Context: an optimization exercise on an open-source flow, tuned for small area, a short achievable clock period and few clock cycles per item. The choices shown serve that exercise and are no tape-out recipe.
Where RTL was checked, it was by simulation tests only, not by an equivalence proof against the original.

## v6
## sha256_stream_core
module sha256_stream_core (
    input  logic         clk,
    input  logic         rst,
    input  logic         valid_in,
    output logic         ready_in,
    input  logic         first_in,
    input  logic         last_in,
    input  logic [511:0] data_in,
    output logic [255:0] data_out,
    output logic         valid_out,
    output logic         busy
);
Size: about 6800 cells after synthesis, about 1300 flip-flops, about 780 I/O pins, ~69000 sq um of cells after synthesis.
==> flow/config.mk <==
export PLATFORM = sky130hd
export DESIGN_NAME = sha256_stream_core
export DESIGN_NICKNAME = sha256_stream_core
export VERILOG_FILES = /design/flow/design.v
export SDC_FILE = /design/flow/constraint.sdc
export NUM_CORES = 4
export LEC_CHECK = 0
export CAP_MARGIN = 20
export CORE_MARGIN = 2
export CORE_UTILIZATION = 40
export CTS_BUF_LIST = sky130_fd_sc_hd__clkbuf_8
export CTS_CLUSTER_DIAMETER = 60
export CTS_CLUSTER_SIZE = 12
export SETUP_SLACK_MARGIN = 3.5
export SLEW_MARGIN = 20
export TNS_END_PERCENT = 1
==> flow/constraint.sdc <==
create_clock -name core_clock -period 8.0 [get_ports {clk}]
set_input_delay 1.6000 -clock core_clock [delete_from_list [all_inputs] [get_ports {clk}]]
set_output_delay 1.6000 -clock core_clock [all_outputs]
set_load 0.01 [all_outputs]
standard.sh (not shown) runs the stock make flow with config.mk's settings and CLKGATE_MAP_FILE= SYNTH_SCRIPT=/design/flow/synth_recipe.tcl, a recipe that flattens the netlist after the stock synthesis.
==> flow/flow/run.sh <==
#!/bin/bash
set -o pipefail
export BUFFER_PORTS_ARGS="-buffer_cell sky130_fd_sc_hd__buf_1"
bash standard.sh > standard_flow.log 2>&1
v6 did not stop at any stage, and its layout met the timing, design-rule and antenna checks.
Testbench counts of v6, summed over its fixed seeds: cycles 16,208, blocks 253.
Relative to v6, the following input files were edited for v7:
--- a/flow/design.v
+++ b/flow/design.v
@@ -110,14 +110,23 @@
                                         input logic [31:0] z);
         logic [31:0] s, c, m;
         s = x ^ y ^ z;
         m = maj(x, y, z);
         c = {m[30:0], 1'b0};
         csa = {c, s};
     endfunction
+    function automatic logic [63:0] csam(input logic [31:0] x, input logic [31:0] y,
+                                         input logic [31:0] z);
+        logic [31:0] s, c, m, t;
+        t = x ^ y;
+        s = t ^ z;
+        for (int i = 0; i < 32; i++) m[i] = t[i] ? z[i] : x[i];
+        c = {m[30:0], 1'b0};
+        csam = {c, s};
+    endfunction
     logic [5:0]   cnt_q;        
     logic         run_q;        
     logic         ready_q;      
     logic         busy_q;
     logic         last_q;
     logic         valid_q;
     logic         gsel_q;       
@@ -153,20 +162,20 @@
     logic [31:0] a_new, e_new;
     always_comb begin
         wt  = w_q[0];
         s1  = bsig1(e_q);
         ch  = (e_q & f_q) ^ (~e_q & g_q);
         s0  = bsig0(a_q);
         mj  = maj(a_q, b_q, c_q);
-        t1c = csa(wt, s1, ch);
-        t2c = csa(y_q, s0, mj);
-        l2  = csa(t1c[31:0], t1c[63:32], t2c[31:0]);
-        l3  = csa(l2[31:0], l2[63:32], t2c[63:32]);
+        t1c = csam(wt, s1, ch);
+        t2c = csam(y_q, s0, mj);
+        l2  = csam(t1c[31:0], t1c[63:32], t2c[31:0]);
+        l3  = csam(l2[31:0], l2[63:32], t2c[63:32]);
         a_new = l3[31:0] + l3[63:32];
-        e2  = csa(t1c[31:0], t1c[63:32], z_q);
+        e2  = csam(t1c[31:0], t1c[63:32], z_q);
         e_new = e2[31:0] + e2[63:32];
     end
     logic [63:0] w1, w2;
     logic [31:0] w_new;
     always_comb begin
         w1 = csa(w_q[0], w_q[9], ssig0(w_q[1]));
         w2 = csa(w1[31:0], w1[63:32], ssig1(w_q[14]));
### Flow results
v7 finished end to end and its layout was clean on timing, DRC and antenna.
Looking at met2 routed wirelength, v7 sits above v6.
Lower share of the clock period used by the worst path was reported by v6, not v7.
Portion of the layout cell area used by non-clock buffers in v7 is 0.43 points lower than in v6
The lower core area of v6 and v7 is in v6.
Compared with v6, v7 shows a combined global-route utilization of all metal layers that is 2.7 points lower.
Between v7 and v6, it is v7 whose register-to-register slack is lower, by 0.04 ns.
Overall die width ended up 2.0 um higher on v7 than on v6.
Changes observed in v7 relative to v6: final wirelength moved down; number of standard cells in the layout, taps in and fillers out moved up.
For v7, only the layout was checked, not whether the RTL still works.

## static timing again, ports no longer ideal
The results above use ideal ports. As a check the final layouts listed here were re-extracted and re-timed, cells and wires unchanged. Step 1 sets driving cells, clkbuf_16 on the clock port and buf_2 on the other inputs (assumed; they add their load-dependent delay and slew). Step 2 times the ports against the registers' clock, not the clock port: input delays grow and output delays shrink by t, the midpoint of the rising clock arrivals with the driver on. a / b / c = ideal ports / drivers / drivers and shift; a / b = the first two.
run | t, ns | setup slack, ns | cell pins on the clock port's net
v6 | 1.070 | 3.257 / 3.257 / 2.655 | 1
v7 | 1.045 | 3.216 / 3.216 / 2.419 | 1
After both steps every run listed still meets setup and hold. The setup slack of v7, which loses most, moves by 0.000 ns with the drivers and by -0.797 ns with both steps.
